From an optimization exercise on the open Yosys and OpenROAD flow, aimed at small area, a short achievable clock period and few clock cycles per item; shortcuts taken in it are not production practice. Function was checked by simulation only, so behaviour that the tests miss may differ from the original. Power and IR drop assume default switching activity.

### flow/run.sh
#!/bin/bash
# synth_recipe.tcl (not shown) runs the flow's synth.tcl, then flattens the netlist and writes it again
# the make line also repeats each setting of config.mk as NAME=value (left out here)
make -C /OpenROAD-flow-scripts/flow DESIGN_CONFIG=/design/flow/config.mk WORK_HOME=/design/flow/orfs CLKGATE_MAP_FILE= SYNTH_SCRIPT=/design/flow/synth_recipe.tcl finish
### flow/config.mk
export PLATFORM = sky130hd
export DESIGN_NAME = mru_page_tag_cache
export DESIGN_NICKNAME = mru_page_tag_cache
export VERILOG_FILES = /design/flow/design.v
export SDC_FILE = /design/flow/constraint.sdc
export NUM_CORES = 4
export LEC_CHECK = 0
export CAP_MARGIN = 20
export CORE_MARGIN = 2
export CORE_UTILIZATION = 50
export SETUP_SLACK_MARGIN = 3.1
export SLEW_MARGIN = 20
export TNS_END_PERCENT = 5
### flow/constraint.sdc
create_clock -name core_clock -period 5.5 [get_ports {clock}]
set_input_delay 1.1000 -clock core_clock [delete_from_list [all_inputs] [get_ports {clock}]]
set_output_delay 1.1000 -clock core_clock [all_outputs]
set_load 0.01 [all_outputs]
### flow/design.v
package mpc_pkg;
   localparam int TAG_W        = 31;
   localparam int CNT_W        = 32;
   localparam int SIZE_CFG_W   = 5;
   localparam int OCC_OUT_W    = 5;
   localparam int DATA_W       = 32;
   localparam int ADDR_W       = 3;
   localparam int DEF_SLOTS    = 16;
   localparam logic [SIZE_CFG_W-1:0] ACTIVE_SIZE_RESET = 5'd16;
   localparam logic [CNT_W-1:0]      CNT_RESET         = 32'd1;
   localparam logic [CNT_W-1:0]      CNT_MAX           = 32'hFFFF_FFFF;
   localparam logic REG_ACTIVE_SIZE = 1'b0;
   typedef enum logic [1:0] {
      KIND_LOOKUP = 2'd0,
      KIND_INSERT = 2'd1,
      KIND_REMOVE = 2'd2,
      KIND_DROP   = 2'd3
   } kind_type;
   typedef struct packed {
      logic                 hit;
      logic                 lookup;
      logic                 wb_valid;
      logic [TAG_W-1:0]     wb_offset;
      logic [OCC_OUT_W-1:0] occ;
   } rsp_type;
   function automatic logic [OCC_OUT_W-1:0] occ_inc(input logic [OCC_OUT_W-1:0] v);
      logic c;
      c = 1'b1;
      for (int i = 0; i < OCC_OUT_W; i++) begin
         occ_inc[i] = v[i] ^ c;
         c          = c & v[i];
      end
   endfunction
   function automatic logic [OCC_OUT_W-1:0] occ_dec(input logic [OCC_OUT_W-1:0] v);
      logic b;
      b = 1'b1;
      for (int i = 0; i < OCC_OUT_W; i++) begin
         occ_dec[i] = v[i] ^ b;
         b          = b & !v[i];
      end
   endfunction
endpackage
module mpc_cell (
   input  logic                      clock,
   input  logic                      reset,
   input  logic                      hold_match,   
   input  logic                      take_prev,    
   input  logic                      take_next,    
   input  logic                      set_valid,    
   input  logic                      new_valid,
   input  logic [mpc_pkg::TAG_W-1:0] req_tag,      
   input  logic [mpc_pkg::TAG_W-1:0] prev_tag,
   input  logic                      prev_cmp,
   input  logic [mpc_pkg::TAG_W-1:0] next_tag,
   input  logic                      next_cmp,
   output logic [mpc_pkg::TAG_W-1:0] tag_out,
   output logic                      valid_out,
   output logic                      match_out,    
   output logic                      cmp_out       
);
   logic [mpc_pkg::TAG_W-1:0] tag_ff;
   logic                      valid_ff;
   logic                      match_ff;
   assign tag_out   = tag_ff;
   assign valid_out = valid_ff;
   assign match_out = match_ff;
   assign cmp_out   = (tag_ff == req_tag);
   logic                      keep;
   logic [mpc_pkg::TAG_W-1:0] tag_in;
   assign keep   = !take_prev && !take_next;
   assign tag_in = ({mpc_pkg::TAG_W{take_prev}} & prev_tag)
                 | ({mpc_pkg::TAG_W{take_next}} & next_tag)
                 | ({mpc_pkg::TAG_W{keep}} & tag_ff);
   always_ff @(posedge clock) begin
      tag_ff <= tag_in;
   end
   logic valid_in;
   logic match_in;
   always_comb begin
      valid_in = valid_ff;
      if (reset) begin
         valid_in = 1'b0;
      end else if (set_valid) begin
         valid_in = new_valid;
      end
   end
   always_comb begin
      if (take_prev) begin
         match_in = prev_cmp;
      end else if (take_next) begin
         match_in = next_cmp;
      end else begin
         match_in = cmp_out;
      end
   end
   always_ff @(posedge clock) begin
      if (!hold_match) begin
         match_ff <= match_in && valid_in;
      end
   end
   always_ff @(posedge clock) begin
      valid_ff <= valid_in;
   end
endmodule
module mru_page_tag_cache #(
   parameter int SLOTS = mpc_pkg::DEF_SLOTS
) (
   input  logic                              clock,
   input  logic                              reset,
   input  logic                              req_valid,
   output logic                              req_stall,
   input  logic [1:0]                        req_kind,
   input  logic [mpc_pkg::TAG_W-1:0]         req_page_offset,
   output logic                              rsp_valid,
   input  logic                              rsp_stall,
   output logic                              rsp_hit,
   output logic                              rsp_writeback_valid,
   output logic [mpc_pkg::TAG_W-1:0]         rsp_writeback_offset,
   output logic [mpc_pkg::CNT_W-1:0]         rsp_hit_count,
   output logic [mpc_pkg::CNT_W-1:0]         rsp_attempt_count,
   output logic [mpc_pkg::OCC_OUT_W-1:0]     rsp_occupancy,
   input  logic                              psel,
   input  logic                              penable,
   input  logic                              pwrite,
   input  logic [mpc_pkg::ADDR_W-1:0]        paddr,
   input  logic [mpc_pkg::DATA_W-1:0]        pwdata,
   output logic [mpc_pkg::DATA_W-1:0]        prdata,
   output logic                              pready
);
   localparam int SIZE_W = $clog2(SLOTS + 1);
   localparam int IDX_W  = $clog2(SLOTS);
   localparam int TAG_W  = mpc_pkg::TAG_W;
   localparam int RSP_W  = 3 + mpc_pkg::TAG_W + mpc_pkg::OCC_OUT_W;
   logic [mpc_pkg::SIZE_CFG_W-1:0] active_size_ff;
   logic                           trim_pend_ff;
   logic [SIZE_W-1:0]              eff_size;
   logic [SLOTS-1:0]               in_size, last_oh;
   logic [SLOTS-1:1]               in_size_ff;
   logic                           full;
   logic [TAG_W-1:0]               last_tag;
   logic                           csr_write;
   logic                           x_valid_ff;
   mpc_pkg::kind_type              x_kind_ff;
   logic [TAG_W-1:0]               x_tag_ff;
   logic [SIZE_W-1:0]              occ_ff;
   logic                           x_go, x_hold;
   logic                           req_accept;
   logic                           req_stall_ff;
   logic [TAG_W-1:0]               tag_q [SLOTS];
   logic [SLOTS-1:0]               valid_q, match_q, cmp_q;
   logic [SLOTS-1:0]               hit_vec;
   logic [SLOTS:0]                 above;
   logic                           hit_any;
   logic [SLOTS-1:0]               take_prev, take_next, set_valid, new_valid;
   logic                           cmp_x;
   logic                           is_lookup, is_insert, is_remove, is_drop;
   mpc_pkg::rsp_type               x_rsp;
   mpc_pkg::rsp_type               q0_ff, q1_ff;
   logic                           q0_valid_ff, q1_valid_ff;
   logic                           q0_valid_in, q1_valid_in;
   logic                           take, q0_load;
   mpc_pkg::rsp_type               q0_in;
   logic [mpc_pkg::CNT_W-1:0]      hit_total_ff, attempt_total_ff;
   logic [SIZE_W-1:0]              occ_in;
   assign pready    = 1'b1;
   assign prdata    = mpc_pkg::DATA_W'(active_size_ff);
   assign csr_write = psel && penable && pwrite && (paddr[2] == mpc_pkg::REG_ACTIVE_SIZE);
   always_comb begin
      if (active_size_ff == '0) begin
         eff_size = SIZE_W'(1);
      end else if (int'(active_size_ff) > SLOTS) begin
         eff_size = SIZE_W'(SLOTS);
      end else begin
         eff_size = SIZE_W'(active_size_ff);
      end
   end
   assign in_size = {in_size_ff, 1'b1};
   for (genvar i = 0; i < SLOTS; i++) begin : g_last
      if (i == SLOTS - 1) begin : g_top
         assign last_oh[i] = in_size[i];
      end else begin : g_low
         assign last_oh[i] = in_size[i] && !in_size[i+1];
      end
   end
   always_ff @(posedge clock) begin
      if (reset) begin
         in_size_ff <= '1;
      end else if (csr_write) begin
         for (int i = 1; i < SLOTS; i++) begin
            in_size_ff[i] <= pwdata[mpc_pkg::SIZE_CFG_W-1:0] > mpc_pkg::SIZE_CFG_W'(i);
         end
      end
   end
   assign req_stall  = req_stall_ff;
   assign req_accept = req_valid && !req_stall_ff;
   assign x_hold     = x_valid_ff && q0_valid_ff && q1_valid_ff;
   assign x_go       = x_valid_ff && !(q0_valid_ff && q1_valid_ff);
   assign take       = q0_valid_ff && !rsp_stall;
   assign is_lookup = x_go && (x_kind_ff == mpc_pkg::KIND_LOOKUP);
   assign is_insert = x_go && (x_kind_ff == mpc_pkg::KIND_INSERT);
   assign is_remove = x_go && (x_kind_ff == mpc_pkg::KIND_REMOVE);
   assign is_drop   = x_go && (x_kind_ff == mpc_pkg::KIND_DROP);
   assign hit_vec  = match_q;   
   assign above[0] = 1'b0;
   for (genvar i = 0; i < SLOTS; i++) begin : g_above
      assign above[i+1] = above[i] | hit_vec[i];
   end
   assign hit_any = above[SLOTS];
   for (genvar i = 0; i < SLOTS; i++) begin : g_ctl
      assign take_prev[i] = (is_lookup && hit_any && !above[i]) || (is_insert && in_size[i]);
      assign take_next[i] = is_remove && above[i+1];
      always_comb begin
         set_valid[i] = 1'b0;
         new_valid[i] = 1'b0;
         if (trim_pend_ff) begin
            set_valid[i] = !in_size[i];
            new_valid[i] = 1'b0;
         end else if (is_drop) begin
            set_valid[i] = 1'b1;
            new_valid[i] = 1'b0;
         end else if (is_insert && in_size[i]) begin
            set_valid[i] = 1'b1;
            new_valid[i] = (i == 0) ? 1'b1 : valid_q[(i == 0) ? 0 : i-1];
         end else if (is_remove && above[i+1]) begin
            set_valid[i] = 1'b1;
            new_valid[i] = (i == SLOTS - 1) ? 1'b0 : valid_q[(i == SLOTS - 1) ? i : i+1];
         end
      end
   end
   assign cmp_x = (x_tag_ff == req_page_offset);
   for (genvar i = 0; i < SLOTS; i++) begin : g_cell
      logic [TAG_W-1:0] prev_tag, next_tag;
      logic             prev_cmp, next_cmp;
      if (i == 0) begin : g_first
         assign prev_tag = x_tag_ff;
         assign prev_cmp = cmp_x;
      end else begin : g_mid
         assign prev_tag = tag_q[i-1];
         assign prev_cmp = cmp_q[i-1];
      end
      if (i == SLOTS - 1) begin : g_last
         assign next_tag = '0;
         assign next_cmp = 1'b0;
      end else begin : g_inner
         assign next_tag = tag_q[i+1];
         assign next_cmp = cmp_q[i+1];
      end
      mpc_cell u_cell (
         .clock      (clock),
         .reset      (reset),
         .hold_match (x_hold),
         .take_prev  (take_prev[i]),
         .take_next  (take_next[i]),
         .set_valid  (set_valid[i]),
         .new_valid  (new_valid[i]),
         .req_tag    (req_page_offset),
         .prev_tag   (prev_tag),
         .prev_cmp   (prev_cmp),
         .next_tag   (next_tag),
         .next_cmp   (next_cmp),
         .tag_out    (tag_q[i]),
         .valid_out  (valid_q[i]),
         .match_out  (match_q[i]),
         .cmp_out    (cmp_q[i])
      );
   end
   always_comb begin
      full     = 1'b0;
      last_tag = '0;
      for (int i = 0; i < SLOTS; i++) begin
         full     = full | (last_oh[i] & valid_q[i]);
         last_tag = last_tag | ({TAG_W{last_oh[i]}} & tag_q[i]);
      end
   end
   always_comb begin
      occ_in         = occ_ff;
      x_rsp          = '0;
      x_rsp.lookup   = (x_kind_ff == mpc_pkg::KIND_LOOKUP);
      unique case (x_kind_ff)
         mpc_pkg::KIND_LOOKUP: begin
            x_rsp.hit = hit_any;
         end
         mpc_pkg::KIND_INSERT: begin
            x_rsp.wb_valid  = full;
            x_rsp.wb_offset = full ? last_tag : '0;
            if (!full) begin
               occ_in = mpc_pkg::occ_inc(occ_ff);
            end
         end
         mpc_pkg::KIND_REMOVE: begin
            if (hit_any) begin
               x_rsp.wb_valid  = 1'b1;
               x_rsp.wb_offset = x_tag_ff;
               occ_in          = mpc_pkg::occ_dec(occ_ff);
            end
         end
         mpc_pkg::KIND_DROP: begin
            occ_in = '0;
         end
         default: begin
         end
      endcase
      x_rsp.occ = mpc_pkg::OCC_OUT_W'(occ_in);
   end
   always_ff @(posedge clock) begin
      if (reset) begin
         active_size_ff <= mpc_pkg::ACTIVE_SIZE_RESET;
         trim_pend_ff   <= 1'b0;
         occ_ff         <= '0;
         x_valid_ff     <= 1'b0;
      end else begin
         trim_pend_ff <= csr_write;
         if (csr_write) begin
            active_size_ff <= pwdata[mpc_pkg::SIZE_CFG_W-1:0];
         end
         if (trim_pend_ff) begin
            if (occ_ff > eff_size) begin
               occ_ff <= eff_size;
            end
         end else if (x_go) begin
            occ_ff <= occ_in;
         end
         x_valid_ff <= x_hold || req_accept;
      end
   end
   always_ff @(posedge clock) begin
      if (!x_hold) begin
         x_kind_ff <= mpc_pkg::kind_type'(req_kind);
         x_tag_ff  <= req_page_offset;
      end
   end
   always_comb begin
      q0_load     = 1'b0;
      q0_in       = x_rsp;
      q0_valid_in = q0_valid_ff;
      q1_valid_in = q1_valid_ff;
      if (!q0_valid_ff || take) begin
         if (q1_valid_ff) begin
            q0_load     = 1'b1;
            q0_in       = q1_ff;
            q0_valid_in = 1'b1;
            q1_valid_in = 1'b0;
         end else if (x_go) begin
            q0_load     = 1'b1;
            q0_valid_in = 1'b1;
         end else begin
            q0_valid_in = 1'b0;
         end
      end else if (x_go) begin
         q1_valid_in = 1'b1;
      end
   end
   always_ff @(posedge clock) begin
      if (reset) begin
         q0_valid_ff      <= 1'b0;
         q1_valid_ff      <= 1'b0;
         req_stall_ff     <= 1'b0;
         hit_total_ff     <= mpc_pkg::CNT_RESET;
         attempt_total_ff <= mpc_pkg::CNT_RESET;
      end else begin
         q0_valid_ff  <= q0_valid_in;
         q1_valid_ff  <= q1_valid_in;
         req_stall_ff <= (x_hold || req_accept) && q0_valid_in && q1_valid_in;
         if (q0_load) begin
            if (q0_in.hit) begin
               hit_total_ff <= hit_inc;
            end
            if (q0_in.lookup) begin
               attempt_total_ff <= attempt_inc;
            end
         end
      end
   end
   logic q0_from_q1, q0_from_x, q0_keep;
   assign q0_from_q1 = q0_load && q1_valid_ff;
   assign q0_from_x  = q0_load && !q1_valid_ff;
   assign q0_keep    = !q0_load;
   always_ff @(posedge clock) begin
      q0_ff <= ({RSP_W{q0_from_q1}} & q1_ff)
             | ({RSP_W{q0_from_x}} & x_rsp)
             | ({RSP_W{q0_keep}} & q0_ff);
      if (x_go && q0_valid_ff && !take && !q1_valid_ff) begin
         q1_ff <= x_rsp;
      end
   end
   logic [mpc_pkg::CNT_W-1:0] hit_inc, attempt_inc;
   for (genvar i = 0; i < mpc_pkg::CNT_W; i++) begin : g_inc
      if (i == 0) begin : g_lsb
         assign hit_inc[i]     = hit_total_ff[i] ^ ~&hit_total_ff;
         assign attempt_inc[i] = attempt_total_ff[i] ^ ~&attempt_total_ff;
      end else begin : g_bit
         assign hit_inc[i]     = hit_total_ff[i] ^ (&hit_total_ff[i-1:0] & ~&hit_total_ff);
         assign attempt_inc[i] = attempt_total_ff[i] ^ (&attempt_total_ff[i-1:0] & ~&attempt_total_ff);
      end
   end
   assign rsp_valid            = q0_valid_ff;
   assign rsp_hit              = q0_ff.hit;
   assign rsp_writeback_valid  = q0_ff.wb_valid;
   assign rsp_writeback_offset = q0_ff.wb_offset;
   assign rsp_hit_count        = hit_total_ff;
   assign rsp_attempt_count    = attempt_total_ff;
   assign rsp_occupancy        = q0_ff.occ;
endmodule
==> results.txt, run 1 <==
FF-to-FF Start=in_size_ff[4]; number of global-route vias before repair=around 33000; largest net degree at the start of global routing=79; number of cells on the worst reg-to-reg path=7; GP Congestion=1.05; synth cell count leaders=nand2_1 (1068), dfxtp_1 (644), a22oi_1 (623); Area growth, synth to finish=21.8%; Max Slew Vio Count=0; skew final=between 0.02 and 0.03 ns; routed len/inst=32.4 um; cts hold-fix bufs=0; DR vias/cell=between 6 and 7; crit path launch=req_page_offset[28]; hpwl dp=between 100000 and 150000 um; number of buffers created by CTS=a little over 80; final worst path period share=0.498; Die X-Extent=between 200 and 300 um; Initial DRC Count=~5700; hold depth=1; Fin. Hold Viols=0; via count=about 37000; first-pass GRT wire length=249000 um; Least-Margin Pin Slew=around 1 ns; crit end category=flop; fin nets=around 4600; share of flip-flops with an asynchronous set or reset=0; floorplan core area=around 74000 sq um; total number of yosys warnings=3; HP Class=reg2reg; Avg Cell Area, Syn=approximately 8.7 sq um; area share of the largest cell type after synthesis=0.343; LEAKAGE=between 15 and 20 nW; WP data arrival=between 3 and 4 ns; Post-Syn Area=~38000 sq um; Max clock buf depth=3; min setup slack post-route=approximately 2.8 ns; Req. time, crit path=just over 6 ns; CTS tree=built; RSZ-0062 raised after global routing=yes; Core Util, Final=0.615; fraction of layout cells with a size suffix above 1=0.144; post-synth top area cell=dfxtp_1; CTS H-tree lvls=3; Fmax=365 MHz; antenna viol nets, final=0; Detailed Route WL=180000 um; Worst VDD drop=between 0.2 and 0.3 mV; status=timing/DRC/antenna clean; Sum Neg Setup Slack=0 ns; CP max FO=10; setup violators final=0; number of synthesized register bits=732; # port buffers=154; Max-Cap Viols=0; Clock Latency Late Sink=roughly 0.67 ns; Rel. slew slack=0.335; min Tclk post-route=about 2.7 ns; Worst Setup Start Kind=input pin; CTS clock-pin slew for the worst setup and hold paths=0.06 ns; Worst Hold Launch=q0_ff[38]; Initial Utilization=0.505; Num Clock Sinks=between 700 and 800; Post-synth EDFFs=between 80 and 90; pwr dens=305 nW/um^2; ant diodes=0; Post-Syn Instances=about 4300; Core Rows=100; Root Driver=clkbuf_16; most common cell in the synthesized netlist=nand2_1; Tot GR Track Use=0.441; GRT overflow=0; commonest register cell after synthesis=dfxtp_1; Setup WS pre-CTS=around 1.1 ns; synth unique cells=between 80 and 90; # IOs=roughly 210; sequential share of the synthesized area=0.413; Die Y=278 um; critical path type=in2reg; die area=a little under 80000 sq um; initial antenna violation count=4; Initial DRT Pass Iterations=10; post-route DRC violation count=0; dominant cells by area after synthesis=dfxtp_1 (34%), a22oi_1 (12%), nand2_1 (11%)
==> placed cells by master (no fill, tap or decap), types with 51 or more instances in the layout <==
cell type	Yosys	routed
a222oi_1	54	54
a22o_1	104	102
a22oi_1	623	611
buf_4	60	171
clkbuf_16	0	96
dfxtp_1	644	612
dlygate4sd2_1	0	78
edfxtp_1	88	88
nand2_1	1068	1053
nand4_1	129	129
nor2_1	123	108
nor4_1	94	51
xnor2_1	235	212
xor2_1	348	344
==> metrics by stage <==
step | std cells | hold slack [ns] | area, sq um | total power [mW]
floorplan | 4349 | 0.453 | 37900 | 7.21
global placement | 5254 | 0.465 | 40100 | 8.06
detailed placement | 5254 | 0.474 | 40100 | 8.07
CTS | 5472 | 0.486 | 44100 | 13.7
global route | 5554 | 0.513 | 45800 | 14.2
finish | 5554 | 0.475 | 45800 | 13.9
==> report_power, final <==
group          switching [mW]  total, mW  internal (mW)
Combinational            1.11       1.76          0.654
Sequential              0.747       6.51           5.77
Clock                    2.40       5.67           3.27
Total                    4.25       13.9           9.69
==> worst max-delay path, cell delays in order <==
cell     delay [ns]
buf_6          0.15
buf_8          0.17
xor2_1         0.18
nor4_2         0.33
nand4_1        0.37
nor4_4         0.50
buf_4          0.18
mux2_2         0.14
o211a_1        0.13
==> timing repair <==
action,CTS,global route
cloned,10,13
endpoints found under the setup margin,823,759
resized for setup,381,228
buffers inserted,58,68
pin swaps,47,57
==> logic make-up after synthesis <==
logic type,count (synthesis),share of synthesized area
adder cells (fa/ha/maj),13,0.00433
AO/OA/AOI/OAI,1004,0.207
other,2,0.000200
AND/OR/NAND/NOR,1610,0.191
buffers and inverters,364,0.0447
multiplexers,15,0.00419
flip-flops,732,0.413
XOR/XNOR,583,0.136
==> layer usage <==
metal | vias to the layer above | part of all wire | track usage
li1 | 15935 | - | -
met1 | 17928 | 0.38 | 0.573
met2 | 2671 | 0.41 | 0.646
met3 | 663 | 0.12 | 0.112
met4 | 6 | 0.088 | 0.295
met5 | - | 0.00018 | 0
==> path summary, 6_finish.rpt <==
kind / slack, ns / endpoint
hold / removal: 0.47 / q0_ff[38]
setup reg to reg: 2.81 / q0_ff[18]
setup / recovery: 2.76 / g_cell[14].u_cell.match_ff
hold reg to reg: 0.47 / q0_ff[38]
==> registers in the layout, summed over array words and instances (netlist names), 15 cells and up <==
signal and flops:
g_cell.u_cell.valid_ff 16, attempt_total_ff 32, in_size_ff 15, hit_total_ff 32, g_cell.u_cell.tag_ff 496, q1_ff 39, q0_ff 38, g_cell.u_cell.match_ff 16
x_tag_ff 31
==> layout make-up <==
class / count / area [sq um]
well taps: 969 / 1210
repair buffers: 420 / 4450
fillers: 6595 / 28700
clock inverters: 30 / 310
flip-flops and latches: 732 / 15600
multi-input cells: 3261 / 21700
clock buffers: 120 / 2410
inverters: 22 / 82.6
Testbench counts, summed over its fixed seeds: cycles 4,848, items 4,800.
==> run 2: changes to the inputs <==
--- a/flow/config.mk
+++ b/flow/config.mk
@@ -9,4 +9,6 @@
 export CORE_MARGIN = 2
 export CORE_UTILIZATION = 50
+export CTS_CLUSTER_DIAMETER = 70
+export CTS_CLUSTER_SIZE = 24
 export SETUP_SLACK_MARGIN = 3.1
 export SLEW_MARGIN = 20
==> run 2 against run 1 <==
Still clean on timing, DRC and antenna. Combinational power is essentially flat. Fmax is 1.4% higher. Cell area down 1.5%. Wire length rose by 0.32%. Cell count is 0.99% lower. Register-to-register slack improved by 0.04 ns. Die area is the same. First-iteration DRC count rose by 5.7%. Sequential cell count stayed put. Worst setup slack improved by 0.039 ns. Critical endpoint unchanged. Largest cell class unchanged.
==> results.txt, run 2 <==
Core Rows=100 (unchanged); combinational share of power=0.144 (+0.018); Avg Cell Area, Syn=8.70 sq um (unchanged); number of synthesized register bits=732 (unchanged); hpwl dp=124000 um (unchanged); Sum Neg Setup Slack=0 ns (unchanged); largest net degree at the start of global routing=79 (unchanged); HP Class=reg2reg; Placed Instances=5254 (unchanged); sum of buffers and inverters on the critical path=4 (+1); Tot GR Track Use=0.437 (-0.00384); Hold Slack=0.479 ns (+0.00415 ns); Worst R2R End=g_cell[8].u_cell.tag_ff[11]; DR vias/cell=6.75 (+0.79%); pwr dens=276 nW/um^2 (-9.5%); Slowest-stage cell, CP=nor4_4; via count=37125 (-0.21%); critical path type=in2reg; WP data arrival=3.22 ns (-0.05 ns); Max Slew Vio Count=0 (unchanged); cts hold-fix bufs=0 (unchanged); status=timing/DRC/antenna clean; skew final=0.0344 ns (+0.00549 ns); min Tclk post-route=2.70 ns (-0.0389 ns); Clock Latency Late Sink=0.66 ns (about the same); cells along the critical path=buf_4 > buf_6 > xor2_1 > nor4_1 > buf_4 > nand4_1 > nor4_4 > buf_4 > mux2_2 > o211a_1; part of the power in the clock network=0.333 (-0.074); max FFs per register=496 (unchanged); sequential share of the synthesized area=0.413 (unchanged); Initial DRT Pass Iterations=8 (-2); die area=77400 sq um (unchanged); most common cell in the synthesized netlist=nand2_1; Num Clock Sinks=732 (unchanged); hold depth=1 (unchanged); register-to-register setup slack=2.85 ns (+0.04 ns); post-synth top area cell=dfxtp_1; RSZ-0062 raised after global routing=yes; Die X-Extent=278 um (unchanged); CTS clock-pin slew for the worst setup and hold paths=0.09 ns (+0.03 ns); flip-flop and latch area=15600 sq um (+0.23%); most frequent cells in the layout=nand2_1 (1060), a22oi_1 (617), dfxtp_1 (587); commonest non-fill, non-tap cell in the layout=nand2_1; number of buffers created by CTS=48 (-42%); GRT overflow=0 (unchanged); Worst Setup Start Kind=input pin; dominant cells by area after synthesis=dfxtp_1 (34%), a22oi_1 (12%), nand2_1 (11%); Fin. Hold Viols=0 (unchanged); post-route DRC violation count=0 (unchanged); CTS H-tree lvls=2 (-1); Top reg by flops=g_cell.u_cell.tag_ff; Least-Margin Pin Slew=0.968 ns (-0.0285 ns); final worst path period share=0.491 (-0.00707); Post-Syn Area=37600 sq um (unchanged); footprint of the multi-input gates=21900 sq um (+0.60%); floorplan core area=74400 sq um (unchanged); CTS tree=built; Worst Hold Launch=q0_ff[38]; Post-Syn Instances=4323 (unchanged); commonest register cell after synthesis=dfxtp_1; Fmax=370 MHz (+1.4%); fraction of layout cells with a size suffix above 1=0.143 (-0.00175); number of cells on the worst reg-to-reg path=8 (+1); Worst path most repeated cell=buf_4; Initial DRC Count=6042 (+5.7%); Cell Int Power=8.32 mW (-14%); Filler Cells Inserted=6672 (+1.2%); share of power burned in registers=0.523 (+0.056); Max-Cap Viols=0 (unchanged); synth cell count leaders=nand2_1 (1068), dfxtp_1 (644), a22oi_1 (623); # port buffers=154 (unchanged); P_sw=4.12 mW (-3.1%); share of flip-flops with an asynchronous set or reset=0 (unchanged); Final Power=12.4 mW (-11%); Hold Path End=q0_ff[38]; GP Congestion=1.05 (unchanged); routed len/inst=32.8 um (+1.3%); area share of the largest cell type after synthesis=0.343 (unchanged); top flop regs=g_cell.u_cell.tag_ff: 496 flops, q1_ff: 39 flops, q0_ff: 38 flops; CP delay by family, top=simple AND/OR/NAND/NOR gates; Initial Utilization=0.505 (unchanged); synth unique cells=83 (unchanged); FF-to-FF Start=q0_valid_ff; first-pass GRT wire length=247000 um (-0.76%); Req. time, crit path=6.01 ns (-0.02 ns); crit end category=flop; CP peak stage delay=0.41 ns (-0.09 ns); Worst VDD drop=0.336 mV (+14%); setup violators final=0 (unchanged); # IOs=212 (unchanged); antenna viol nets, final=0 (unchanged); Rel. slew slack=0.354 (+0.0190); Post-synth EDFFs=88 (unchanged); LEAKAGE=19.2 nW (-1.6%); total number of yosys warnings=3 (unchanged); number of global-route vias before repair=33144 (-0.98%); post-route insts no fill=5499 (-0.99%); Area growth, synth to finish=19.9%; initial antenna violation count=7 (+3); Root Driver=clkbuf_16; Max clock buf depth=3 (unchanged); Detailed Route WL=181000 um (+0.32%); Die Y=278 um (unchanged); fin nets=4579 (-0.63%); CP max FO=10 (unchanged); Core Util, Final=0.606 (-0.00923); Net Sw Frac=0.331 (+0.0263)
==> run 2: cell count changes in the layout (fill, tap and decap cells not counted), sizes merged, moves of 3 or more <==
cell,delta
clkbuf,-59
clkinv,-6
clkdlybuf4s50,-8
buf,+5
inv,+11
dlygate4sd2,+8
bufinv,-3
==> run 2: cell type report <==
class	count	share of cell area
inverters	22	0.00211
flip-flops and latches	732	0.346
diodes	1	0.0000555
repair buffers	426	0.102
well taps	969	0.0269
multi-input cells	3261	0.485
clock buffers	57	0.0288
clock inverters	31	0.00843
==> run 2: kinds of logic after synthesis <==
kind of cell | count (synthesis) | share of synthesized area
other | 2 | 0.000200
flip-flops | 732 | 0.413
AO/OA/AOI/OAI | 1004 | 0.207
adder cells (fa/ha/maj) | 13 | 0.00433
multiplexers | 15 | 0.00419
XOR/XNOR | 583 | 0.136
buffers and inverters | 364 | 0.0447
AND/OR/NAND/NOR | 1610 | 0.191
==> run 2: timing repair <==
item                                    in CTS  in global routing
pin swaps                                   45                 67
buffers inserted                            60                 69
cloned                                       8                 18
endpoints found under the setup margin     823                763
resized for setup                          397                318
==> run 2: metrics by stage <==
stage	area, sq um	worst slack [ns]
6_report	45100	2.80
2_1_floorplan	37900	2.80
3_3_place_gp	40100	0.993
4_1_cts	42900	2.83
3_5_place_dp	40100	1.08
5_1_grt	45100	2.78
==> run 2: per-layer routing <==
layer  wire length [um]  global-route usage  vias to the layer above
li1                   -                   -                    15859
met1              67100               0.567                    17913
met2              75000               0.651                     2675
met3              23000               0.108                      674
met4              15500               0.279                        4
met5                 24                   0                        -
==> run 2: worst max-delay path by stage <==
stage                             start                         end  slack [ns]  depth (start not counted)
global placement    req_page_offset[24]  g_cell[11].u_cell.match_ff        0.99                          9
detailed placement  req_page_offset[17]  g_cell[11].u_cell.match_ff        1.08                          8
CTS                   active_size_ff[4]                   prdata[4]        2.83                          1
floorplan                     rsp_stall        attempt_total_ff[25]        2.80                          8
global route         req_page_offset[2]  g_cell[14].u_cell.match_ff        2.78                          9
finish              req_page_offset[10]  g_cell[14].u_cell.match_ff        2.80                         10
==> run 2: power groups by stage <==
stage	sequential (mW)	combinational [mW]	clock, mW
final	6.50	1.79	4.14
after CTS	6.46	1.55	4.15
after detailed placement	6.58	1.48	0
after global routing	6.52	1.85	4.33
after global placement	6.59	1.47	0
after floorplan	6.26	0.957	0
==> run 3: changes to the inputs <==
--- a/flow/design.v
+++ b/flow/design.v
@@ -195,10 +195,29 @@
    assign req_accept = req_valid && !req_stall_ff;
    assign x_hold     = x_valid_ff && q0_valid_ff && q1_valid_ff;
-   assign x_go       = x_valid_ff && !(q0_valid_ff && q1_valid_ff);
+   assign x_go       = go_lookup_ff || go_insert_ff || go_remove_ff || go_drop_ff;
    assign take       = q0_valid_ff && !rsp_stall;
-   assign is_lookup = x_go && (x_kind_ff == mpc_pkg::KIND_LOOKUP);
-   assign is_insert = x_go && (x_kind_ff == mpc_pkg::KIND_INSERT);
-   assign is_remove = x_go && (x_kind_ff == mpc_pkg::KIND_REMOVE);
-   assign is_drop   = x_go && (x_kind_ff == mpc_pkg::KIND_DROP);
+   logic              go_lookup_ff, go_insert_ff, go_remove_ff, go_drop_ff;
+   logic              x_valid_in, x_go_in;
+   mpc_pkg::kind_type kind_in;
+   assign is_lookup  = go_lookup_ff;
+   assign is_insert  = go_insert_ff;
+   assign is_remove  = go_remove_ff;
+   assign is_drop    = go_drop_ff;
+   assign x_valid_in = x_hold || req_accept;
+   assign x_go_in    = x_valid_in && !(q0_valid_in && q1_valid_in);
+   assign kind_in    = x_hold ? x_kind_ff : mpc_pkg::kind_type'(req_kind);
+   always_ff @(posedge clock) begin
+      if (reset) begin
+         go_lookup_ff <= 1'b0;
+         go_insert_ff <= 1'b0;
+         go_remove_ff <= 1'b0;
+         go_drop_ff   <= 1'b0;
+      end else begin
+         go_lookup_ff <= x_go_in && (kind_in == mpc_pkg::KIND_LOOKUP);
+         go_insert_ff <= x_go_in && (kind_in == mpc_pkg::KIND_INSERT);
+         go_remove_ff <= x_go_in && (kind_in == mpc_pkg::KIND_REMOVE);
+         go_drop_ff   <= x_go_in && (kind_in == mpc_pkg::KIND_DROP);
+      end
+   end
    assign hit_vec  = match_q;   
    assign above[0] = 1'b0;
@@ -273,32 +292,21 @@
       end
    end
+   logic ins_wb, rem_wb;
+   assign ins_wb = is_insert && full;
+   assign rem_wb = is_remove && hit_any;
    always_comb begin
-      occ_in         = occ_ff;
-      x_rsp          = '0;
-      x_rsp.lookup   = (x_kind_ff == mpc_pkg::KIND_LOOKUP);
-      unique case (x_kind_ff)
-         mpc_pkg::KIND_LOOKUP: begin
-            x_rsp.hit = hit_any;
-         end
-         mpc_pkg::KIND_INSERT: begin
-            x_rsp.wb_valid  = full;
-            x_rsp.wb_offset = full ? last_tag : '0;
-            if (!full) begin
-               occ_in = mpc_pkg::occ_inc(occ_ff);
-            end
-         end
-         mpc_pkg::KIND_REMOVE: begin
-            if (hit_any) begin
-               x_rsp.wb_valid  = 1'b1;
-               x_rsp.wb_offset = x_tag_ff;
-               occ_in          = mpc_pkg::occ_dec(occ_ff);
-            end
-         end
-         mpc_pkg::KIND_DROP: begin
-            occ_in = '0;
-         end
-         default: begin
-         end
-      endcase
+      x_rsp.hit       = is_lookup && hit_any;
+      x_rsp.lookup    = is_lookup;
+      x_rsp.wb_valid  = ins_wb || rem_wb;
+      x_rsp.wb_offset = ({TAG_W{ins_wb}} & last_tag) | ({TAG_W{rem_wb}} & x_tag_ff);
+      if (is_insert && !full) begin
+         occ_in = mpc_pkg::occ_inc(occ_ff);
+      end else if (rem_wb) begin
+         occ_in = mpc_pkg::occ_dec(occ_ff);
+      end else if (is_drop) begin
+         occ_in = '0;
+      end else begin
+         occ_in = occ_ff;
+      end
       x_rsp.occ = mpc_pkg::OCC_OUT_W'(occ_in);
    end
@@ -321,5 +329,5 @@
             occ_ff <= occ_in;
          end
-         x_valid_ff <= x_hold || req_accept;
+         x_valid_ff <= x_valid_in;
       end
    end
--- a/flow/config.mk
+++ b/flow/config.mk
@@ -9,6 +9,4 @@
 export CORE_MARGIN = 2
 export CORE_UTILIZATION = 50
-export CTS_CLUSTER_DIAMETER = 70
-export CTS_CLUSTER_SIZE = 24
 export SETUP_SLACK_MARGIN = 3.1
 export SLEW_MARGIN = 20
==> run 3 against run 2 <==
Still clean on timing, DRC and antenna. Cell count rose by 3.0%. Synthesized cell count is 3.3% higher. Global-route usage shrank 0.85 points. Fmax down 5.0%. Non-clock buffer count shrank 22. Register-to-register slack got worse by 0.20 ns. Worst setup slack got worse by 0.14 ns. Largest cell class unchanged. Largest power group unchanged.
==> results.txt, run 3 <==
first-pass GRT wire length=244000 um (-1.2%); dominant cells by area after synthesis=dfxtp_1 (34%), a22oi_1 (12%), nand2_1 (11%); RSZ-0062 raised after global routing=yes; WP data arrival=3.38 ns (+0.16 ns); Initial DRC Count=5574 (-7.7%); synth cell count leaders=nand2_1 (1103), dfxtp_1 (650), a22oi_1 (612); final worst path period share=0.517 (+0.0261); setup violators final=0 (unchanged); fraction of layout cells with a size suffix above 1=0.129 (-0.0137); number of global-route vias before repair=33153 (+0.027%); sequential share of the synthesized area=0.410 (-0.00349); hpwl dp=124000 um (-0.15%); LEAKAGE=19.2 nW (+0.10%); Num Clock Sinks=736 (+0.55%); total number of yosys warnings=3 (unchanged); Tot GR Track Use=0.429 (-0.00855); share of power burned in registers=0.467 (-0.056); number of synthesized register bits=736 (+0.55%); largest net degree at the start of global routing=75 (-5.1%); Die Y=280 um (+0.61%); post-synth top area cell=dfxtp_1; Clock Latency Late Sink=0.66 ns (about the same); critical path type=reg2reg; Worst VDD drop=0.247 mV (-27%); Net Sw Frac=0.306 (-0.0256); initial antenna violation count=2 (-5); floorplan core area=75700 sq um (+1.7%); CTS H-tree lvls=3 (+1); status=timing/DRC/antenna clean; FF-to-FF Start=in_size_ff[1]; # IOs=212 (unchanged); number of buffers created by CTS=83 (+73%); Post-Syn Area=38100 sq um (+1.2%); Fin. Hold Viols=0 (unchanged); Top reg by flops=g_cell.u_cell.tag_ff; min Tclk post-route=2.85 ns (+0.144 ns); max FFs per register=496 (unchanged); GRT overflow=0 (unchanged); P_sw=4.39 mW (+6.5%); HP Class=reg2reg; Die X-Extent=280 um (+0.61%); Sum Neg Setup Slack=0 ns (unchanged); Post-synth EDFFs=86 (-2.3%); fin nets=4711 (+2.9%); post-route DRC violation count=0 (unchanged); Avg Cell Area, Syn=8.53 sq um (-2.0%); Detailed Route WL=175000 um (-3.3%); top flop regs=g_cell.u_cell.tag_ff: 496 flops, q1_ff: 39 flops, q0_ff: 38 flops; crit end category=flop; Worst Hold Launch=q0_ff[38]; Worst Setup Start Kind=flop; Req. time, crit path=6.04 ns (+0.03 ns); Post-Syn Instances=4464 (+3.3%); Root Driver=clkbuf_16; share of flip-flops with an asynchronous set or reset=0 (unchanged); skew final=0.0331 ns (-0.00133 ns); die area=78400 sq um (+1.2%); combinational share of power=0.141 (-0.003); dpl cell area=40800 sq um (+1.8%); commonest non-fill, non-tap cell in the layout=nand2_1; # port buffers=154 (unchanged); Design Area, Final=46200 sq um (+2.4%); post-route insts no fill=5663 (+3.0%); Max-Cap Viols=0 (unchanged); Fmax=351 MHz (-5.0%); Placed Instances=5401 (+2.8%); register-to-register setup slack=2.65 ns (-0.20 ns); most common cell in the synthesized netlist=nand2_1; DR vias/cell=6.56 (-2.9%); most frequent cells in the layout=nand2_1 (1100), dfxtp_1 (627), a22oi_1 (611); Final Power=14.4 mW (+15%); Max clock buf depth=3 (unchanged); GP Congestion=0.998 (-4.6%); Initial Utilization=0.503 (-0.00217); Initial DRT Pass Iterations=10 (+2); Least-Margin Pin Slew=1.26 ns (+0.293 ns); pwr dens=311 nW/um^2 (+13%); Core Rows=101 (+1.0%); Rel. slew slack=0.159 (-0.195); CTS clock-pin slew for the worst setup and hold paths=0.06 ns (-0.03 ns); part of the power in the clock network=0.392 (+0.059); Area growth, synth to finish=21.3%; crit path launch=in_size_ff[1]; via count=37139 (+0.038%); antenna viol nets, final=0 (unchanged); area share of the largest cell type after synthesis=0.342 (-0.00105); CP max FO=16 (+6); cts hold-fix bufs=0 (unchanged); CTS tree=built; Max Slew Vio Count=0 (unchanged); commonest register cell after synthesis=dfxtp_1; Cell Int Power=9.97 mW (+20%); synth unique cells=79 (-4.8%); routed len/inst=30.8 um (-6.1%); Hold Slack=0.451 ns (-0.0278 ns)
## run 3: worst paths after layout
kind | end | depth (start not counted)
setup / recovery | q0_ff[6] | 8
hold / removal | q0_ff[38] | 1
setup reg to reg | q0_ff[6] | 8
hold reg to reg | q0_ff[38] | 1
## run 3: critical path: stages (launching register included)
cell and delay [ns]:
dfxtp_4 0.37, clkinv_8 0.06, nor2_4 0.07, buf_12 0.17, a222oi_1 0.77, nand4_1 0.41
nand4b_1 0.43, a22o_1 0.29, o21a_1 0.17
## run 3: cells by family after synthesis
| logic type | Yosys count | synth area share |
|---|---|---|
| AOI/OAI and AO/OA | 994 | 0.198 |
| buffers and inverters | 385 | 0.0434 |
| other | 2 | 0.000197 |
| adders and majority gates | 13 | 0.00427 |
| xor gates and xnor gates | 584 | 0.134 |
| and+or+nand+nor | 1720 | 0.202 |
| muxes | 30 | 0.00802 |
| DFF | 736 | 0.410 |
## run 3: layout make-up
cell class	instances	area, sq um
fillers	6657	29500
multi-input cells	3375	22200
flip-flops and latches	736	15600
repair buffers	404	4330
clock buffers	123	2390
well taps	978	1220
clock inverters	23	275
inverters	23	101
diodes	1	2.50
## run 3: stage by stage
stage	utilization	setup slack, ns
after detailed placement	0.539	1.02
after floorplan	-	2.74
after global placement	0.539	0.973
final	0.610	2.65
after global routing	0.610	2.76
after CTS	0.606	2.83
## run 3: power by group through the flow
stage	Combinational, mW	Clock (mW)	Sequential, mW
6_report	2.03	5.63	6.70
3_3_place_gp	1.79	0	6.72
3_5_place_dp	1.81	0	6.72
4_1_cts	1.97	5.64	6.62
2_1_floorplan	1.07	0	6.43
5_1_grt	2.13	5.85	6.72
## run 3: metal layers
| layer | track usage | up-vias | share of wire |
|---|---|---|---|
| li1 | - | 16319 | - |
| met1 | 0.579 | 17720 | 0.40 |
| met2 | 0.586 | 2676 | 0.39 |
| met3 | 0.164 | 422 | 0.14 |
| met4 | 0.226 | 2 | 0.064 |
| met5 | 0 | - | 0.000092 |
## run 3: repair_timing
action,in CTS,in global routing
gates resized for setup,620,31
buffers inserted,89,12
pin swaps,83,13
endpoints found under the setup margin,810,761
gates cloned,9,5
Testbench counts of run 3, summed over its fixed seeds: cycles 4,848, items 4,800.
==> run 4: changes to the inputs <==
--- a/flow/config.mk
+++ b/flow/config.mk
@@ -9,4 +9,6 @@
 export CORE_MARGIN = 2
 export CORE_UTILIZATION = 50
+export CTS_CLUSTER_DIAMETER = 90
+export CTS_CLUSTER_SIZE = 20
 export SETUP_SLACK_MARGIN = 3.1
 export SLEW_MARGIN = 20
==> run 4 against run 3 <==
Cell count decreased by 0.78%. Cell area decreased by 0.88%. Count of clock-buffer cells in the layout decreased by 60. Highest routed layer unchanged. Via count about the same. Largest power group unchanged. Largest cell class unchanged. Still clean.
==> results.txt, run 4 <==
Least-Margin Pin Slew=1.24 ns (-0.0191 ns); sequential share of the synthesized area=0.410 (unchanged); HP Class=reg2reg; fraction of layout cells with a size suffix above 1=0.137 (+0.00787); post-route DRC violation count=0 (unchanged); min Tclk post-route=2.90 ns (+0.0590 ns); max FFs per register=496 (unchanged); cells along the critical path=nor2_4 > buf_12 > a222oi_1 > nand4_1 > nand4b_1 > a22o_1 > o21a_1; Die Y=280 um (unchanged); status=timing/DRC/antenna clean; Num Clock Sinks=736 (unchanged); ant diodes=0 (-1); first-pass GRT wire length=246000 um (+0.84%); post-synth top area cell=dfxtp_1; Hold Path End=q0_ff[38]; Hold Slack=0.458 ns (+0.00690 ns); CTS tree=built; Fmax=344 MHz (-2.0%); WP data arrival=3.43 ns (+0.05 ns); CP delay by family, top=compound AO/OA/AOI/OAI gates; sum of buffers and inverters on the critical path=1 (-1); Max-Cap Viols=0 (unchanged); Fin. Hold Viols=0 (unchanged); Req. time, crit path=6.03 ns (about the same); die area=78400 sq um (unchanged); synth cell count leaders=nand2_1 (1103), dfxtp_1 (650), a22oi_1 (612); most common cell in the synthesized netlist=nand2_1; most frequent cells in the layout=nand2_1 (1066), a22oi_1 (610), dfxtp_1 (604); floorplan core area=75700 sq um (unchanged); Initial DRT Pass Iterations=9 (-1); Initial DRC Count=6002 (+7.7%); Detailed Route WL=179000 um (+2.5%); Core Util, Final=0.605 (-0.00537); crit end category=flop; # IOs=212 (unchanged); commonest register cell after synthesis=dfxtp_1; Rel. slew slack=0.172 (+0.0127); area share of the largest cell type after synthesis=0.342 (unchanged); top flop regs=g_cell.u_cell.tag_ff: 496 flops, q1_ff: 39 flops, q0_ff: 38 flops; GP Congestion=0.998 (unchanged); min setup slack post-route=2.60 ns (-0.0590 ns); Clock Latency Late Sink=0.64 ns (-0.02 ns); dominant cells by area after synthesis=dfxtp_1 (34%), a22oi_1 (12%), nand2_1 (11%); Post-Syn Instances=4464 (unchanged); Max Slew Vio Count=0 (unchanged); Post-Syn Area=38100 sq um (unchanged); pwr dens=269 nW/um^2 (-13%); Worst R2R End=q0_ff[6]; Worst Hold Launch=q0_ff[38]; synth unique cells=79 (unchanged); Initial Utilization=0.503 (unchanged); Max clock buf depth=3 (unchanged); Die X-Extent=280 um (unchanged); setup violators final=0 (unchanged); routed len/inst=31.9 um (+3.3%); Core Rows=101 (unchanged); DR vias/cell=6.62 (+0.88%); fin nets=4708 (-0.064%); GRT overflow=0 (unchanged); initial antenna violation count=1 (-1); skew final=0.0296 ns (-0.00343 ns); Worst VDD drop=0.190 mV (-23%); via count=37173 (+0.092%); Setup WS pre-CTS=1.02 ns (unchanged); CTS H-tree lvls=2 (-1); Sum Neg Setup Slack=0 ns (unchanged); largest net degree at the start of global routing=75 (unchanged); final worst path period share=0.528 (+0.0107); hpwl dp=124000 um (unchanged); # port buffers=154 (unchanged); CTS clock-pin slew for the worst setup and hold paths=0.09 ns (+0.03 ns); CP max FO=16 (unchanged); Root Driver=clkbuf_16; hold depth=1 (unchanged); RSZ-0062 raised after global routing=yes; Worst Setup Start Kind=flop; Top reg by flops=g_cell.u_cell.tag_ff; critical path type=reg2reg; number of cells on the worst reg-to-reg path=7 (-1); number of buffers created by CTS=43 (-48%); LEAKAGE=18.9 nW (-1.9%); Tot GR Track Use=0.434 (+0.00518); Avg Cell Area, Syn=8.53 sq um (unchanged); Area growth, synth to finish=20.2%; CP peak stage delay=0.76 ns (about the same); Slowest-stage cell, CP=a222oi_1; number of synthesized register bits=736 (unchanged); register-to-register setup slack=2.60 ns (-0.06 ns); commonest non-fill, non-tap cell in the layout=nand2_1; Post-synth EDFFs=86 (unchanged); antenna viol nets, final=0 (unchanged); FF-to-FF Start=in_size_ff[2]; number of global-route vias before repair=32864 (-0.87%); share of flip-flops with an asynchronous set or reset=0 (unchanged); total number of yosys warnings=3 (unchanged)
-- run 4: cell counts after synthesis --
Identical to the previous run, type by type.
-- run 4: how the worst max path moves through the flow --
stage                        startpoint                        end  cells past startpoint
floorplan           req_page_offset[15]  g_cell[9].u_cell.match_ff                      9
global placement     req_page_offset[2]  g_cell[4].u_cell.match_ff                     10
detailed placement   req_page_offset[2]  g_cell[3].u_cell.match_ff                     10
CTS                    hit_total_ff[13]          rsp_hit_count[13]                      1
global route        req_page_offset[15]  g_cell[3].u_cell.match_ff                     10
finish                    in_size_ff[2]                   q0_ff[6]                      7
-- run 4: worst register-to-register path: cells and delay by family, from the launching register on --
kind | cells | cell delay [ns]
AND/OR/NAND/NOR | 3 | 0.97
flip-flops | 1 | 0.42
AO/OA/AOI/OAI | 3 | 1.24
buffers and inverters | 1 | 0.17
-- run 4: stage by stage --
step                      power [mW]  area (sq um)  instances
after floorplan                 7.50         38400       4490
after global placement          8.51         40800       5401
after CTS                       12.1         44900       5580
final                           12.3         45800       5619
after detailed placement        8.53         40800       5401
after global routing            12.6         45800       5619
-- run 4: power by group --
group	switching, mW	internal, mW	leakage [nW]
Clock	1.98	1.58	0.613
Sequential	0.845	5.85	6.20
Combinational	1.21	0.863	12.1
Total	4.04	8.29	18.9
-- run 4: logic make-up after synthesis --
logic type	after synthesis	share of synthesized area
flip-flops	736	0.410
multiplexers	30	0.00802
AO/OA/AOI/OAI	994	0.198
XOR/XNOR	584	0.134
other	2	0.000197
adder cells (fa/ha/maj)	13	0.00427
buffers and inverters	385	0.0434
AND/OR/NAND/NOR	1720	0.202
-- run 4: what timing repair did --
action / CTS / global route
setup endpoints to repair: 810 / 760
gates resized for setup: 609 / 103
cloned: 19 / 11
pin swaps: 90 / 50
hold buffers: 0 / 0
setup buffers: 94 / 28
-- run 4: per-layer routing --
metal / part of all wire / routed length (um) / global-route usage / vias to the layer above
li1: - / - / - / 16280
met2: 0.40 / 71700 / 0.600 / 2660
met4: 0.071 / 12800 / 0.237 / 2
met5: 0.000089 / 16 / 0 / -
met1: 0.39 / 69500 / 0.586 / 17755
met3: 0.14 / 25000 / 0.153 / 476
-- run 4: layout make-up --
cell class / instances / area, sq um
inverters: 23 / 104
multi-input cells: 3376 / 22300
well taps: 978 / 1220
clock buffers: 63 / 1240
clock inverters: 3 / 18.8
fillers: 6671 / 29900
repair buffers: 440 / 5170
flip-flops and latches: 736 / 15700
==> run 5: changes to the inputs <==
--- a/flow/config.mk
+++ b/flow/config.mk
@@ -9,6 +9,7 @@
 export CORE_MARGIN = 2
 export CORE_UTILIZATION = 50
-export CTS_CLUSTER_DIAMETER = 90
-export CTS_CLUSTER_SIZE = 20
+export CTS_CLUSTER_DIAMETER = 70
+export CTS_CLUSTER_SIZE = 24
+export PLACE_DENSITY = 0.75
 export SETUP_SLACK_MARGIN = 3.1
 export SLEW_MARGIN = 20
==> run 5 against run 4 <==
Register-to-register slack gained 0.08 ns. Hold slack gained 0.0086 ns. Cell area decreased by 1.8%. Non-clock buffer count decreased by 38. Cell count is 0.37% lower. Wire length decreased by 7.2%. Synthesized area unchanged.
==> results.txt, run 5 <==
fin nets=4672 (-0.76%); max FFs per register=496 (unchanged); share of flip-flops with an asynchronous set or reset=0 (unchanged); Sum Neg Setup Slack=0 ns (unchanged); number of buffers created by CTS=45 (+4.7%); GRT overflow=0 (unchanged); Fin. Hold Viols=0 (unchanged); Rel. slew slack=0.432 (+0.261); CP max FO=31 (+15); Die X-Extent=280 um (unchanged); synth unique cells=79 (unchanged); Initial DRC Count=6110 (+1.8%); total number of yosys warnings=3 (unchanged); sequential share of the synthesized area=0.410 (unchanged); first-pass GRT wire length=228000 um (-7.3%); synth cell count leaders=nand2_1 (1103), dfxtp_1 (650), a22oi_1 (612); setup violators final=0 (unchanged); Max-Cap Viols=0 (unchanged); initial antenna violation count=5 (+4); crit end category=flop; area share of the largest cell type after synthesis=0.342 (unchanged); die area=78400 sq um (unchanged); Core Rows=101 (unchanged); WP data arrival=3.37 ns (-0.06 ns); Final Power=12.6 mW (+2.0%); routed len/inst=29.7 um (-6.9%); Clock Latency Late Sink=0.66 ns (+0.02 ns); Worst Setup Start Kind=flop; LEAKAGE=18.7 nW (-0.89%); Post-Syn Area=38100 sq um (unchanged); GP Congestion=1.07 (+7.0%); antenna viol nets, final=0 (unchanged); commonest register cell after synthesis=dfxtp_1; sum of buffers and inverters on the critical path=1 (unchanged); CP peak stage delay=0.52 ns (-0.24 ns); # IOs=212 (unchanged); number of synthesized register bits=736 (unchanged); post-route DRC violation count=0 (unchanged); most frequent cells in the layout=nand2_1 (1082), dfxtp_1 (613), a22oi_1 (606); Core Util, Final=0.594 (-0.0110); Initial Utilization=0.503 (unchanged); CTS clock-pin slew for the worst setup and hold paths=0.09 ns (about the same); min Tclk post-route=2.83 ns (-0.0763 ns); Avg Cell Area, Syn=8.53 sq um (unchanged); CP delay by family, top=simple AND/OR/NAND/NOR gates; critical path type=reg2reg; # port buffers=154 (unchanged); final worst path period share=0.514 (-0.0139); Slowest-stage cell, CP=a22oi_1; Post-synth EDFFs=86 (unchanged); most common cell in the synthesized netlist=nand2_1; post-synth top area cell=dfxtp_1; cells along the critical path=nor2b_2 > buf_4 > a22oi_1 > nand4_1 > nand4b_1 > a22o_1 > o21a_1; Tot GR Track Use=0.392 (-0.0420); skew final=0.0519 ns (+0.0223 ns); hpwl dp=116000 um (-6.2%); Num Clock Sinks=736 (unchanged); number of global-route vias before repair=32711 (-0.47%); Die Y=280 um (unchanged); cts hold-fix bufs=0 (unchanged); Max Slew Vio Count=0 (unchanged); Top reg by flops=g_cell.u_cell.tag_ff; Initial DRT Pass Iterations=12 (+3); commonest non-fill, non-tap cell in the layout=nand2_1; Req. time, crit path=6.04 ns (about the same); DR vias/cell=6.68 (+1.0%); Area growth, synth to finish=18.0%; fraction of layout cells with a size suffix above 1=0.124 (-0.0132); CTS H-tree lvls=2 (unchanged); RSZ-0062 raised after global routing=yes; top flop regs=g_cell.u_cell.tag_ff: 496 flops, q1_ff: 39 flops, q0_ff: 38 flops; Worst VDD drop=0.254 mV (+34%); via count=37408 (+0.63%); Detailed Route WL=166000 um (-7.2%); status=timing/DRC/antenna clean; Fmax=354 MHz (+2.7%); floorplan core area=75700 sq um (unchanged); Least-Margin Pin Slew=0.852 ns (-0.391 ns); Max clock buf depth=3 (unchanged); dominant cells by area after synthesis=dfxtp_1 (34%), a22oi_1 (12%), nand2_1 (11%); Post-Syn Instances=4464 (unchanged); pwr dens=280 nW/um^2 (+3.9%); largest net degree at the start of global routing=78 (+4.0%); CTS tree=built; HP Class=reg2reg; Root Driver=clkbuf_16
==> run 5: worst paths after layout <==
kind / slack (ns) / end / start / cells after the start
worst min register to register: 0.47 / q0_ff[38] / q0_ff[38] / 1
worst max register to register: 2.67 / q0_ff[23] / in_size_ff[8] / 7
worst max-delay path: 2.67 / q0_ff[23] / in_size_ff[8] / 7
worst min-delay path: 0.47 / q0_ff[38] / q0_ff[38] / 1
==> run 5: per-layer routing <==
| layer | vias to the layer above | global-route usage | part of all wire |
|---|---|---|---|
| li1 | 16224 | - | - |
| met1 | 17744 | 0.525 | 0.38 |
| met2 | 2874 | 0.529 | 0.39 |
| met3 | 560 | 0.163 | 0.15 |
| met4 | 6 | 0.212 | 0.074 |
| met5 | - | 0 | 0.00034 |
==> run 5: power by group <==
| group | switching [mW] | leakage (nW) | internal (mW) |
|---|---|---|---|
| registers | 0.844 | 6.19 | 5.85 |
| logic | 1.17 | 11.8 | 0.791 |
| clock network | 2.15 | 0.749 | 1.77 |
==> run 5: stage by stage <==
| stage | std cells | hold slack (ns) | area [sq um] | setup slack, ns |
|---|---|---|---|---|
| 5_1_grt | 5596 | 0.484 | 44900 | 2.75 |
| 6_report | 5598 | 0.467 | 44900 | 2.67 |
| 3_3_place_gp | 5394 | 0.432 | 40700 | 0.979 |
| 3_5_place_dp | 5394 | 0.450 | 40700 | 0.960 |
| 4_1_cts | 5536 | 0.471 | 43500 | 2.83 |
| 2_1_floorplan | 4490 | 0.439 | 38400 | 2.74 |
==> run 5: logic make-up (layout without fill, tap and decap cells) <==
logic type	Yosys count	after routing	share of synthesized area
xor gates and xnor gates	584	584	0.134
DFF	736	736	0.410
adders and majority gates	13	13	0.00427
AOI/OAI and AO/OA	994	995	0.198
other	2	30	0.000197
muxes	30	30	0.00802
buffers and inverters	385	507	0.0434
and+or+nand+nor	1720	1725	0.202
==> run 5: repair_timing <==
action / 4_1_cts / 5_1_grt
resized for setup: 453 / 161
gates cloned: 7 / 19
pin swaps: 62 / 59
setup buffers: 54 / 40
setup endpoints to repair: 782 / 809
==> run 5: final cells by class <==
| class | count | area, sq um |
|---|---|---|
| Multi-Input combinational cell | 3375 | 22000 |
| Inverter | 23 | 95.1 |
| Antenna cell | 2 | 5.00 |
| Timing Repair Buffer | 402 | 4350 |
| Timing Repair inverter | 1 | 7.51 |
| Fill cell | 6556 | 30800 |
| Sequential cell | 736 | 15700 |
| Tap cell | 978 | 1220 |
| Clock buffer | 56 | 1220 |
| Clock inverter | 25 | 338 |
==> run 5: worst reg2reg max path, cell delays in order (launching register included) <==
cell,delay [ns]
dfxtp_1,0.41
nor2b_2,0.20
buf_4,0.30
a22oi_1,0.53
nand4_1,0.38
nand4b_1,0.42
a22o_1,0.31
o21a_1,0.17
==> run 6: changes to the inputs <==
--- a/flow/config.mk
+++ b/flow/config.mk
@@ -11,5 +11,4 @@
 export CTS_CLUSTER_DIAMETER = 70
 export CTS_CLUSTER_SIZE = 24
-export PLACE_DENSITY = 0.75
 export SETUP_SLACK_MARGIN = 3.1
 export SLEW_MARGIN = 20
==> run 6 against run 5 <==
Power increased by 1.8%. Global-route usage increased by 3.0 points. Combinational power increased by 3%. Hold slack got worse by 0.0078 ns. Still clean. Synthesized cell count unchanged.
==> results.txt, run 6 <==
sequential share of the synthesized area=0.410 (unchanged); Fin. Hold Viols=0 (unchanged); synth cell count leaders=nand2_1 (1103), dfxtp_1 (650), a22oi_1 (612); most frequent cells in the layout=nand2_1 (1098), a22oi_1 (609), dfxtp_1 (605); Clock Latency Late Sink=0.64 ns (-0.02 ns); via count=36915 (-1.3%); CP max FO=6 (-81%); commonest register cell after synthesis=dfxtp_1; crit end category=flop; final worst path period share=0.500 (-0.0141); CTS clock-pin slew for the worst setup and hold paths=0.09 ns (about the same); share of flip-flops with an asynchronous set or reset=0 (unchanged); area share of the largest cell type after synthesis=0.342 (unchanged); CP peak stage delay=0.80 ns (+0.28 ns); first-pass GRT wire length=241000 um (+5.5%); skew final=0.0229 ns (-0.0290 ns); Max Slew Vio Count=0 (unchanged); DR vias/cell=6.56 (-1.8%); Least-Margin Pin Slew=1.12 ns (+0.270 ns); Synth Area in Compound Gates=0.198 (unchanged); Max-Cap Viols=0 (unchanged); synth unique cells=79 (unchanged); top flop regs=g_cell.u_cell.tag_ff: 496 flops, q1_ff: 39 flops, q0_ff: 38 flops; status=timing/DRC/antenna clean; # port buffers=154 (unchanged); antenna viol nets, final=0 (unchanged); number of buffers created by CTS=48 (+6.7%); post-synth top area cell=dfxtp_1; min Tclk post-route=2.75 ns (-0.0774 ns); Post-synth EDFFs=86 (unchanged); HP Class=reg2reg; commonest non-fill, non-tap cell in the layout=nand2_1; GRT overflow=0 (unchanged); most common cell in the synthesized netlist=nand2_1; fin nets=4696 (+0.51%); routed len/inst=31.1 um (+4.8%); Root Driver=clkbuf_16; Req. time, crit path=6.04 ns (about the same); Initial DRT Pass Iterations=10 (-2); fraction of layout cells with a size suffix above 1=0.131 (+0.00722); die area=78400 sq um (unchanged); Worst Setup Start Kind=flop; Die X-Extent=280 um (unchanged); CTS tree=built; Hold Path End=q0_ff[38]; hold depth=1 (unchanged); largest family of logic cells by synthesized area=simple AND/OR/NAND/NOR gates; Core Rows=101 (unchanged); post-route insts no fill=5625 (+0.48%); register-to-register setup slack=2.75 ns (+0.08 ns); WP data arrival=3.29 ns (-0.08 ns); GP Congestion=0.998 (-6.5%); total number of yosys warnings=3 (unchanged); Placed Instances=5401 (+0.13%); post-route DRC violation count=0 (unchanged); largest net degree at the start of global routing=75 (-3.8%); Post-Syn Area=38100 sq um (unchanged); Max clock buf depth=3 (unchanged); Fmax=364 MHz (+2.8%); Rel. slew slack=0.252 (-0.180); Top reg by flops=g_cell.u_cell.tag_ff; Sum Neg Setup Slack=0 ns (unchanged); cts hold-fix bufs=0 (unchanged); Tot GR Track Use=0.422 (+0.0300); critical path type=reg2reg; CTS H-tree lvls=2 (unchanged); number of global-route vias before repair=32453 (-0.79%); Detailed Route WL=175000 um (+5.3%); initial antenna violation count=1 (-4); number of synthesized register bits=736 (unchanged); floorplan core area=75700 sq um (unchanged); pwr dens=282 nW/um^2 (+0.80%); Worst Hold Launch=q0_ff[38]; Slowest-stage cell, CP=a222oi_1; Initial DRC Count=5711 (-6.5%); Post-Syn Instances=4464 (unchanged); number of cells on the worst reg-to-reg path=7 (unchanged); RSZ-0062 raised after global routing=yes; LEAKAGE=18.9 nW (+0.90%); hpwl dp=124000 um (+6.7%); Initial Utilization=0.503 (unchanged); Area growth, synth to finish=19.2%; max FFs per register=496 (unchanged); Simple-Gate Fraction of Synth Area=0.202 (unchanged); Worst VDD drop=0.295 mV (+16%); adder-cell share of the synthesized area=0.00427 (unchanged); # IOs=212 (unchanged); Die Y=280 um (unchanged); Avg Cell Area, Syn=8.53 sq um (unchanged); FF-to-FF Start=in_size_ff[1]; Num Clock Sinks=736 (unchanged); cells along the critical path=inv_8 > buf_16 > a222oi_1 > nand4_1 > nand4b_1 > a22o_1 > o21a_1; dominant cells by area after synthesis=dfxtp_1 (34%), a22oi_1 (12%), nand2_1 (11%); setup violators final=0 (unchanged); multiplexer area fraction after synthesis=0.00802 (unchanged); Worst R2R End=q0_ff[6]; post-synthesis xor/xnor area fraction=0.134 (unchanged)
run 6: cell counts after synthesis:
Identical to the previous run, type by type.
run 6: logic make-up (layout without fill, tap and decap cells):
logic type,Yosys count,count (layout)
AND/OR/NAND/NOR,1720,1724
XOR/XNOR,584,584
flip-flops,736,736
adder cells (fa/ha/maj),13,13
buffers and inverters,385,534
other,2,29
AO/OA/AOI/OAI,994,997
multiplexers,30,30
run 6: worst max-delay path, delay by kind of cell (launching register included):
| kind | cells | cell delay [ns] |
|---|---|---|
| AOI/OAI and AO/OA | 3 | 1.25 |
| and+or+nand+nor | 2 | 0.83 |
| DFF | 1 | 0.39 |
| buffers and inverters | 2 | 0.18 |
run 6: worst max path at each step:
stage | start | end | slack, ns | cells after the start
2_1_floorplan | req_page_offset[15] | g_cell[9].u_cell.match_ff | 2.74 | 9
4_1_cts | hit_total_ff[30] | rsp_hit_count[30] | 2.83 | 1
3_3_place_gp | req_page_offset[2] | g_cell[4].u_cell.match_ff | 0.97 | 10
6_report | in_size_ff[1] | q0_ff[6] | 2.75 | 7
3_5_place_dp | req_page_offset[2] | g_cell[3].u_cell.match_ff | 1.02 | 10
5_1_grt | rsp_stall | attempt_total_ff[12] | 2.74 | 9
run 6: layout make-up:
| class | instances | area [sq um] |
|---|---|---|
| Timing Repair Buffer | 423 | 4540 |
| Inverter | 23 | 98.8 |
| Multi-Input combinational cell | 3376 | 22200 |
| Clock buffer | 56 | 1320 |
| Tap cell | 978 | 1220 |
| Sequential cell | 736 | 15700 |
| Fill cell | 6736 | 30300 |
| Antenna cell | 1 | 2.50 |
| Clock inverter | 32 | 350 |
run 6: power by group:
group / switching (mW) / internal, mW / total (mW)
Clock: 2.24 / 1.86 / 4.10
Combinational: 1.19 / 0.821 / 2.01
Sequential: 0.833 / 5.85 / 6.68
Total: 4.26 / 8.54 / 12.8
run 6: per-stage QoR:
step	setup slack (ns)	power (mW)	instance area (sq um)	hold slack, ns	util
final	2.75	12.8	45400	0.459	0.599
after global routing	2.74	13.1	45400	0.479	0.599
after CTS	2.83	12.7	44400	0.464	0.587
after detailed placement	1.02	8.53	40800	0.444	0.539
after global placement	0.973	8.51	40800	0.436	0.539
after floorplan	2.74	7.50	38400	0.439	-
run 6: metal layers:
metal | wire, um | global-route usage | up-vias
li1 | - | - | 16248
met5 | 0 | 0 | -
met3 | 24300 | 0.150 | 389
met2 | 71000 | 0.592 | 2452
met4 | 10000 | 0.185 | 0
met1 | 69600 | 0.579 | 17826
run 6: what timing repair did:
action / in CTS / in global routing
pin swaps: 84 / 24
setup endpoints to repair: 810 / 760
cloned: 8 / 11
setup buffers: 69 / 47
gates resized for setup: 571 / 73

-- separate check: timing with driven ports --
The results above use ideal ports. As a check the final layouts listed here were re-extracted and re-timed, cells and wires unchanged.
Step 1 sets driving cells, clkbuf_16 on the clock port and buf_2 on the other inputs (assumed; they add their load-dependent delay and slew).
Step 2 adds t to the input delays and takes it off the output delays; t is the mean of the earliest and latest rising clock arrival at the registers after step 1. Input paths then give back, and output paths get back, about the clock's delay inside the block.
Three values: ideal ports, drivers, drivers and shift; two values: the first two.
run | t (ns) | slack for setup (ns) | worst setup path after step 2 | clock arrival spread, ns | worst register clock-pin slew, ns
run 1 | 0.735 | 2.760 / 2.699 / 1.964 | input to register | 0.030 / 0.030 | 0.06 / 0.06
run 2 | 0.718 | 2.799 / 2.717 / 1.999 | input to register | 0.037 / 0.036 | 0.11 / 0.11
run 3 | 0.709 | 2.655 / 2.655 / 2.188 | input to register | 0.041 / 0.040 | 0.07 / 0.07
run 4 | 0.694 | 2.596 / 2.596 / 2.068 | input to register | 0.035 / 0.034 | 0.10 / 0.10
run 5 | 0.703 | 2.672 / 2.672 / 2.051 | input to register | 0.059 / 0.059 | 0.10 / 0.10
run 6 | 0.702 | 2.750 / 2.750 / 2.187 | input to register | 0.024 / 0.025 | 0.10 / 0.10
After both steps setup and hold are still met in every run listed. For run 2, which loses most, drivers alone change the setup slack by -0.082 ns; drivers and shift together by -0.800 ns.
